This is an optimization exercise on Yosys and OpenROAD, whose aim is small area, a short achievable clock period and few clock cycles per item, not a production implementation. Only the layout flow was run in this run; the RTL was not checked for function there.

==> flow/design.v <==
package fbg_pkg;
	localparam int MaxDim = 4096;
	localparam int DimW = 13;
	localparam int CoordW = 12;
	localparam int ColorW = 24;
	localparam int ChanW = 8;
	localparam int NumChan = 3;
	localparam int SideW = 21;      
	localparam int NumW = 33;       
	localparam int AreaW = 25;      
	localparam int RemW = 25;       
	typedef enum logic [2:0] {
		REG_WIDTH = 3'd0,
		REG_HEIGHT = 3'd1,
		REG_TOP_LEFT = 3'd2,
		REG_TOP_RIGHT = 3'd3,
		REG_BOTTOM_LEFT = 3'd4,
		REG_BOTTOM_RIGHT = 3'd5
	} reg_index_t;
endpackage
module fbg_div_cell (
	input  logic [fbg_pkg::RemW-1:0]  rem_i,
	input  logic                      bit_i,
	input  logic [fbg_pkg::AreaW-1:0] dv,
	output logic [fbg_pkg::RemW-1:0]  rem_o
);
	logic              neg;
	logic [fbg_pkg::RemW:0] sum;
	assign neg = rem_i[fbg_pkg::RemW-1];
	assign sum = {rem_i, bit_i} + ({1'b0, dv} ^ {(fbg_pkg::RemW+1){~neg}}) + {{fbg_pkg::RemW{1'b0}}, ~neg};
	assign rem_o = sum[fbg_pkg::RemW-1:0];
endmodule
module four_corner_bilinear_gradient_unit (
	input  logic              clk,
	input  logic              arst_n,
	input  logic              cfg_we,
	input  logic [2:0]        cfg_index,
	input  logic [fbg_pkg::ColorW-1:0] cfg_data,
	input  logic              in_valid,
	output logic              in_stall,
	input  logic [fbg_pkg::CoordW-1:0] pixel_x,
	input  logic [fbg_pkg::CoordW-1:0] pixel_y,
	output logic              out_valid,
	input  logic              out_stall,
	output logic [fbg_pkg::ChanW-1:0]  red,
	output logic [fbg_pkg::ChanW-1:0]  green,
	output logic [fbg_pkg::ChanW-1:0]  blue
);
	localparam int NC = fbg_pkg::NumChan;
	localparam int CW = fbg_pkg::ChanW;
	localparam int SW = fbg_pkg::SideW;
	localparam int MW = fbg_pkg::NumW;
	localparam int AW = fbg_pkg::AreaW;
	localparam int RW = fbg_pkg::RemW;
	logic [fbg_pkg::DimW-1:0] width_q, height_q;
	logic [fbg_pkg::ColorW-1:0] tl_q, tr_q, bl_q, br_q;
	always_ff @(posedge clk or negedge arst_n) begin
		if (!arst_n) begin
			width_q <= fbg_pkg::DimW'(1024);
			height_q <= fbg_pkg::DimW'(768);
			tl_q <= '0;
			tr_q <= '0;
			bl_q <= '0;
			br_q <= '0;
		end else if (cfg_we) begin
			unique case (cfg_index)
				fbg_pkg::REG_WIDTH: width_q <= cfg_data[fbg_pkg::DimW-1:0];
				fbg_pkg::REG_HEIGHT: height_q <= cfg_data[fbg_pkg::DimW-1:0];
				fbg_pkg::REG_TOP_LEFT: tl_q <= cfg_data;
				fbg_pkg::REG_TOP_RIGHT: tr_q <= cfg_data;
				fbg_pkg::REG_BOTTOM_LEFT: bl_q <= cfg_data;
				fbg_pkg::REG_BOTTOM_RIGHT: br_q <= cfg_data;
				default: ;
			endcase
		end
	end
	logic [fbg_pkg::DimW-1:0] wc, hc;
	always_comb begin
		priority if (width_q == '0) wc = fbg_pkg::DimW'(1);
		else if (width_q > fbg_pkg::DimW'(fbg_pkg::MaxDim)) wc = fbg_pkg::DimW'(fbg_pkg::MaxDim);
		else wc = width_q;
		priority if (height_q == '0) hc = fbg_pkg::DimW'(1);
		else if (height_q > fbg_pkg::DimW'(fbg_pkg::MaxDim)) hc = fbg_pkg::DimW'(fbg_pkg::MaxDim);
		else hc = height_q;
	end
	logic [NC-1:0][8:0] dx, dy;    
	logic [NC-1:0][9:0] kk;        
	always_comb begin
		for (int c = 0; c < NC; c++) begin
			dx[c] = {1'b0, br_q[c*CW +: CW]} - {1'b0, bl_q[c*CW +: CW]};
			dy[c] = {1'b0, tl_q[c*CW +: CW]} - {1'b0, bl_q[c*CW +: CW]};
			kk[c] = {2'b0, tr_q[c*CW +: CW]} - {2'b0, tl_q[c*CW +: CW]}
				- {2'b0, br_q[c*CW +: CW]} + {2'b0, bl_q[c*CW +: CW]};
		end
	end
	logic busy_q;
	logic [3:0] bit_q;
	logic [AW-1:0] area_q;
	logic [NC-1:0][SW-1:0] c1_q, c2_q;
	logic hb, wb;
	assign hb = hc[bit_q];
	assign wb = wc[bit_q];
	always_ff @(posedge clk or negedge arst_n) begin
		if (!arst_n) begin
			busy_q <= 1'b0;
			bit_q <= 4'd12;
			area_q <= AW'(1024 * 768);
			c1_q <= '0;
			c2_q <= '0;
		end else if (cfg_we) begin
			busy_q <= 1'b1;
			bit_q <= 4'd12;
			area_q <= '0;
			c1_q <= '0;
			c2_q <= '0;
		end else if (busy_q) begin
			busy_q <= (bit_q != 4'd0);
			bit_q <= bit_q - 4'd1;
			area_q <= {area_q[AW-2:0], 1'b0} + (hb ? AW'(wc) : AW'(0));
			for (int c = 0; c < NC; c++) begin
				c1_q[c] <= {c1_q[c][SW-2:0], 1'b0} + (hb ? SW'($signed(dx[c])) : SW'(0));
				c2_q[c] <= {c2_q[c][SW-2:0], 1'b0} + (wb ? SW'($signed(dy[c])) : SW'(0));
			end
		end
	end
	logic en;
	logic sk_vld_q;
	assign en = !sk_vld_q;
	assign in_stall = busy_q | sk_vld_q;
	logic v1_q;
	logic [fbg_pkg::CoordW-1:0] x1_q, y1_q;
	logic [fbg_pkg::CoordW-1:0] xc, yc;
	always_comb begin
		xc = ({1'b0, pixel_x} >= wc) ? 12'(wc - 13'd1) : pixel_x;
		yc = ({1'b0, pixel_y} >= hc) ? 12'(hc - 13'd1) : pixel_y;
	end
	logic v2_q;
	logic [fbg_pkg::CoordW-1:0] x2_q, y2_q;
	logic [NC-1:0][SW-1:0] s2_q;
	logic v3_q;
	logic [NC-1:0][MW-1:0] m3_q;
	logic [4:1] vd_q;
	logic [4:1][NC-1:0][RW-1:0] rem_q;
	logic [4:1][NC-1:0][6:0] num_q;
	logic [4:1][NC-1:0][6:0] quo_q;
	logic [4:0][NC-1:0][RW-1:0] rem_in;
	logic [4:0][NC-1:0][6:0] num_in;
	logic [4:0][NC-1:0][6:0] quo_in;
	logic [4:1][NC-1:0][RW-1:0] rem_mid, rem_nx;
	always_comb begin
		for (int c = 0; c < NC; c++) begin
			rem_in[0][c] = RW'($signed(m3_q[c][MW-1:9]));
			num_in[0][c] = m3_q[c][8:2];
			quo_in[0][c] = '0;
		end
		for (int j = 1; j <= 4; j++) begin
			rem_in[j] = rem_q[j];
			num_in[j] = num_q[j];
			quo_in[j] = quo_q[j];
		end
	end
	for (genvar j = 1; j <= 4; j++) begin : g_div
		for (genvar c = 0; c < NC; c++) begin : g_ch
			logic b_hi, b_lo;
			if (j == 1) begin : g_first
				assign b_hi = m3_q[c][8];
				assign b_lo = m3_q[c][7];
			end else begin : g_rest
				assign b_hi = num_in[j-1][c][6];
				assign b_lo = num_in[j-1][c][5];
			end
			fbg_div_cell u_a (.rem_i(rem_in[j-1][c]), .bit_i(b_hi), .dv(area_q), .rem_o(rem_mid[j][c]));
			fbg_div_cell u_b (.rem_i(rem_mid[j][c]), .bit_i(b_lo), .dv(area_q), .rem_o(rem_nx[j][c]));
		end
	end
	logic [NC-1:0][RW-1:0] rem_last;
	logic [NC-1:0][CW-1:0] res;
	for (genvar c = 0; c < NC; c++) begin : g_last
		fbg_div_cell u_last (.rem_i(rem_q[4][c]), .bit_i(num_q[4][c][6]), .dv(area_q), .rem_o(rem_last[c]));
		assign res[c] = bl_q[c*CW +: CW]
			+ {quo_q[4][c][5:0], ~rem_q[4][c][RW-1], ~rem_last[c][RW-1]};
	end
	logic ov_q;
	logic [NC-1:0][CW-1:0] o_q, sk_q;
	logic free;
	assign free = !ov_q || !out_stall;
	always_ff @(posedge clk or negedge arst_n) begin
		if (!arst_n) begin
			v1_q <= 1'b0;
			v2_q <= 1'b0;
			v3_q <= 1'b0;
			vd_q <= '0;
			ov_q <= 1'b0;
			sk_vld_q <= 1'b0;
		end else begin
			if (en) begin
				v1_q <= in_valid && !busy_q;
				v2_q <= v1_q;
				v3_q <= v2_q;
				vd_q <= {vd_q[3:1], v3_q};
			end
			if (sk_vld_q) begin
				if (free) begin
					ov_q <= 1'b1;
					sk_vld_q <= 1'b0;
				end
			end else if (free) begin
				ov_q <= vd_q[4];
			end else if (vd_q[4]) begin
				sk_vld_q <= 1'b1;
			end
		end
	end
	always_ff @(posedge clk) begin
		if (en) begin
			x1_q <= xc;
			y1_q <= yc;
			x2_q <= x1_q;
			y2_q <= y1_q;
			for (int c = 0; c < NC; c++) begin
				s2_q[c] <= c1_q[c] + SW'($signed(kk[c]) * $signed({1'b0, y1_q}));
				m3_q[c] <= MW'($signed({1'b0, x2_q}) * $signed(s2_q[c]))
					+ MW'($signed({1'b0, y2_q}) * $signed(c2_q[c]));
			end
			for (int j = 1; j <= 4; j++) begin
				for (int c = 0; c < NC; c++) begin
					rem_q[j][c] <= rem_nx[j][c];
					num_q[j][c] <= (j == 1) ? {m3_q[c][6:0]} : {num_in[j-1][c][4:0], 2'b00};
					quo_q[j][c] <= {quo_in[j-1][c][4:0], ~rem_in[j-1][c][RW-1], ~rem_mid[j][c][RW-1]};
				end
			end
		end
		if (sk_vld_q) begin
			if (free) o_q <= sk_q;
		end else if (free) begin
			o_q <= res;
		end else begin
			sk_q <= res;
		end
	end
	assign out_valid = ov_q;
	assign red = o_q[2];
	assign green = o_q[1];
	assign blue = o_q[0];
endmodule
==> flow/run.sh <==
#!/bin/bash
# synth_recipe.tcl (not shown) runs the flow's synth.tcl, then flattens the netlist and writes it again
# the make line also repeats each setting of config.mk as NAME=value (left out here)
make -C /OpenROAD-flow-scripts/flow DESIGN_CONFIG=/design/flow/config.mk WORK_HOME=/design/flow/orfs CLKGATE_MAP_FILE= SYNTH_SCRIPT=/design/flow/synth_recipe.tcl finish
==> flow/config.mk <==
export PLATFORM = sky130hd
export DESIGN_NAME = four_corner_bilinear_gradient_unit
export DESIGN_NICKNAME = four_corner_bilinear_gradient_unit
export VERILOG_FILES = /design/flow/design.v
export SDC_FILE = /design/flow/constraint.sdc
export NUM_CORES = 4
export LEC_CHECK = 0
export CAP_MARGIN = 20
export CORE_MARGIN = 2
export CORE_UTILIZATION = 40
export SLEW_MARGIN = 20
==> flow/constraint.sdc <==
create_clock -name core_clock -period 9.0 [get_ports {clk}]
set_input_delay 1.8000 -clock core_clock [delete_from_list [all_inputs] [get_ports {clk}]]
set_output_delay 1.8000 -clock core_clock [all_outputs]
set_load 0.01 [all_outputs]
==> notes.md <==
==> state kept, by name (all words and copies together), names as in the netlist, 13 cells and up <==
name,cells
sk_q,24
quo_in,36
m3_q,99
rem_q,300
tl_q,24
c1_q,63
s2_q,63
width_q,13
bl_q,24
tr_q,24
o_q,24
c2_q,63
area_q,25
height_q,13
br_q,24
num_q,48
==> per-layer routing <==
layer / part of all wire [%] / up-vias / global-route usage [%]
met3: 4.7 / 473 / 2.211
li1: - / 48377 / -
met4: 3.7 / 2 / 6.994
met2: 47 / 2226 / 36.53
met5: 0.0033 / - / 0
met1: 45 / 51827 / 29.72
==> synthesized netlist by cell type, types with 47 or more instances <==
library cell	number	area, um2
mux2i_1	128	1281
a21boi_0	60	450.4
inv_1	2310	8671
a21o_1	379	2845
dfrtp_1	280	7007
o21bai_1	146	1096
nor2_1	691	2594
nand2_1	1358	5097
and2_1	939	5874
mux2_2	113	1272
fa_1	1900	38040
xor2_1	327	2864
o21a_1	127	953.4
ha_1	1464	18320
o21ai_0	421	2107
and3_1	65	406.6
nand2b_1	187	1170
nor2b_1	141	882.1
buf_1	67	251.5
xnor2_1	1243	10890
a21oi_1	657	3288
edfxtp_1	642	19280
nand3_1	133	665.6
a211oi_1	47	352.8
nor3_1	142	710.7
clkbuf_1	534	2004
a31oi_1	49	306.5
==> kinds of logic after synthesis <==
| group | count (synthesis) | synth area share (%) |
|---|---|---|
| and+or+nand+nor | 3850 | 13.10 |
| adders and majority gates | 3364 | 39.31 |
| buffers and inverters | 2919 | 7.649 |
| AOI/OAI and AO/OA | 2222 | 10.02 |
| xor gates and xnor gates | 1571 | 9.604 |
| DFF | 929 | 18.47 |
| muxes | 245 | 1.844 |
==> area by class of cell <==
type | instances | share of cell area [%]
multi-input cells | 11252 | 68.71
flip-flops and latches | 929 | 17.14
diodes | 5 | 0.008091
clock inverters | 83 | 0.7298
repair buffers | 343 | 1.978
inverters | 2312 | 5.617
clock buffers | 134 | 1.973
well taps | 4751 | 3.844
==> cell usage in the layout, fill, tap and decap left out, drive strengths merged, types with 79 or more instances in the layout <==
cell type / netlist / routed
a21o: 379 / 379
edfxtp: 642 / 642
nor3: 145 / 145
inv: 2311 / 2318
and2: 940 / 940
mux2i: 128 / 128
ha: 1464 / 1464
buf: 73 / 264
nor2b: 141 / 141
nor2: 691 / 691
nand2: 1358 / 1358
xnor2: 1243 / 1243
mux2: 113 / 113
a21oi: 658 / 658
xor2: 328 / 328
fa: 1900 / 1900
o21a: 127 / 127
dfrtp: 280 / 280
nand2b: 187 / 187
nand3: 133 / 133
o21bai: 146 / 146
clkbuf: 534 / 134
o21ai: 430 / 430
clkdlybuf4s50: 0 / 79
==> final timing paths <==
check	end	slack, ns	cells after the start
worst max-delay path	m3_q[91]	0.33	24
worst min-delay path	quo_in[88]	0.39	0
worst max register to register	m3_q[91]	0.33	24
worst min register to register	quo_in[88]	0.39	0
max in group asynchronous	c2_q[31]	6.05	3
min in group asynchronous	sk_vld_q	0.96	1
==> repair_timing <==
action,4_1_cts,5_1_grt
hold endpoints to repair,0,0
setup buffers,0,1
hold buffers,0,0
gates resized for setup,0,21
endpoints found under the setup margin,0,11
==> summary.txt <==
Synth
  • Syn_nets: 18520
  • Register area share after synthesis: 18.47%
  • Synth Instances: 15100
  • Async SR Flop Fraction: 30.89%
  • Main synth FF type: edfxtp_1
  • Mapped Area: 143300 um2
  • Synth warn: 1
  • Synthesized area per cell: 9.493 um2
  • EDFF count, synth: 642
  • Yosys reg bits: 929
  • Cell variety after synth: 94

Setup path
  • Worst path cell trace: buf_4, nand2_1, fa_1, inv_1, fa_1, inv_1, fa_1, inv_1, fa_1, inv_1, fa_1, fa_1, inv_1, fa_1, ha_1, nor4_1, a21oi_1, a31o_2, o41ai_2, o21ai_0, o41a_1, nand2_1, nand2_1, xor2_1
  • R2r startpoint: y2_q[2]
  • Startpoint Class: flop
  • Max FO, Critical Path: 18
  • Critical path's largest stage delay: 1.00 ns
  • Critical path arrival: 9.14 ns
  • Critical path type: flop to flop
  • Buffers & Inverters on Critical Path: 6
  • Slowest-stage cell, CP: edfxtp_1
  • CP most frequent cell: fa_1
  • CP startpoint: y2_q[2]
  • CP endpoint kind: flop
  • Family with the most delay on the worst path: adder cells
  • Critical Path RT: 9.47 ns

Floorplanning
  • Core Footprint: 356200 um2
  • Die H: 602.6 um
  • I/O Pins: 82
  • # rows: 219
  • Die ar.: 363200 um2
  • Starting Density: 40.24%
  • Die X: 602.6 um

Cells and area
  • Area of the multi-input gates: 106200 um2
  • Layout area overhead: 7.873%
  • Register area: 26500 um2
  • Final net count: 18372
  • Final core utilization: 43.41%
  • Fin area: 154600 um2
  • Fill cell count: 34636
  • Fin cells: 19809
  • Layout cells sized above 1: 4.909%

Drt
  • Antenna-violating nets left: 0
  • First-pass detailed-route iteration total: 5
  • Routed vias: 102905
  • Total Routed Length: 393.2 mm
  • Number of DRC markers in iteration 0: 5928
  • Vias per cell: 5.195
  • Wirelength per Cell: 19.85 um
  • DRC: 0

Timing
  • Fmax: 115.3 MHz
  • Layout Skew: 0.09751 ns
  • Least-Margin Pin Slew: 1.169 ns
  • Tcrit/Tclk final: 96.34%
  • Worst Hold Margin: 0.3863 ns
  • Final count of negative-setup-slack endpoints: 0
  • Final setup TNS: 0 ns
  • Final WS setup: 0.3298 ns
  • Final hold violation count: 0
  • Fin. max-slew vios: 0
  • Minimum clock period: 8.670 ns
  • Slew margin rel.: 22.05%

Min path
  • Hold Path Class: flop to flop
  • Hold Crit Start: quo_in[65]

GRT
  • Largest net degree at the start of global routing: 164
  • Vias in the first global route: 104472
  • Overflow left after global routing: 0
  • Initial antenna violation count: 25
  • First-pass GRT wire length: 617.8 mm
  • All-Layer GR Usage: 21.85%

Run status
  • Status: complete, no violations

Clocking
  • CTS Sinks: 929
  • CTS Root Cell: clkbuf_16
  • Max Root-Sink Buffers: 3
  • Worst-skew pair later-pin latency: 0.82 ns
  • Total CTS buffers: 114
  • Worst-path clk slew: 0.08 ns
  • CTS tree: done
  • H-tree levels: 3

Placement
  • Placed cells: 19586
  • GPL Wtd Cong: 0.8955
  • Dpl cell area: 150300 um2
  • Final HPWL DP: 311.9 mm
  • Port buffer count: 81
  • Place WS: 0.1932 ns

Job
  • MaxCap Viol Count: 0

afterwards: timing with drivers on the ports:
No port has a modelled driver above. Below, the same layout with a new extraction and two added sets of constraints.
Step 1 (the two cells are an assumption about what drives the block):
set clk [get_ports {clk}]
set_driving_cell -lib_cell sky130_fd_sc_hd__clkbuf_16 $clk
set_driving_cell -lib_cell sky130_fd_sc_hd__buf_2 [delete_from_list [all_inputs] $clk]
Step 2 also shifts input and output timing later by t, the mid clock arrival at the registers, as if the neighbouring blocks saw the same clock.
a / b / c = ideal / step 1 / step 2; a / b = the first two.
shift t [ns]: 0.887
slack for setup (ns): 0.330 / 0.330 / 0.330
worst register clock-pin slew, ns: 0.08 / 0.08
After both steps setup and hold are still met in this run. For this run, drivers alone change the setup slack by 0.000 ns; drivers and shift together by 0.000 ns.
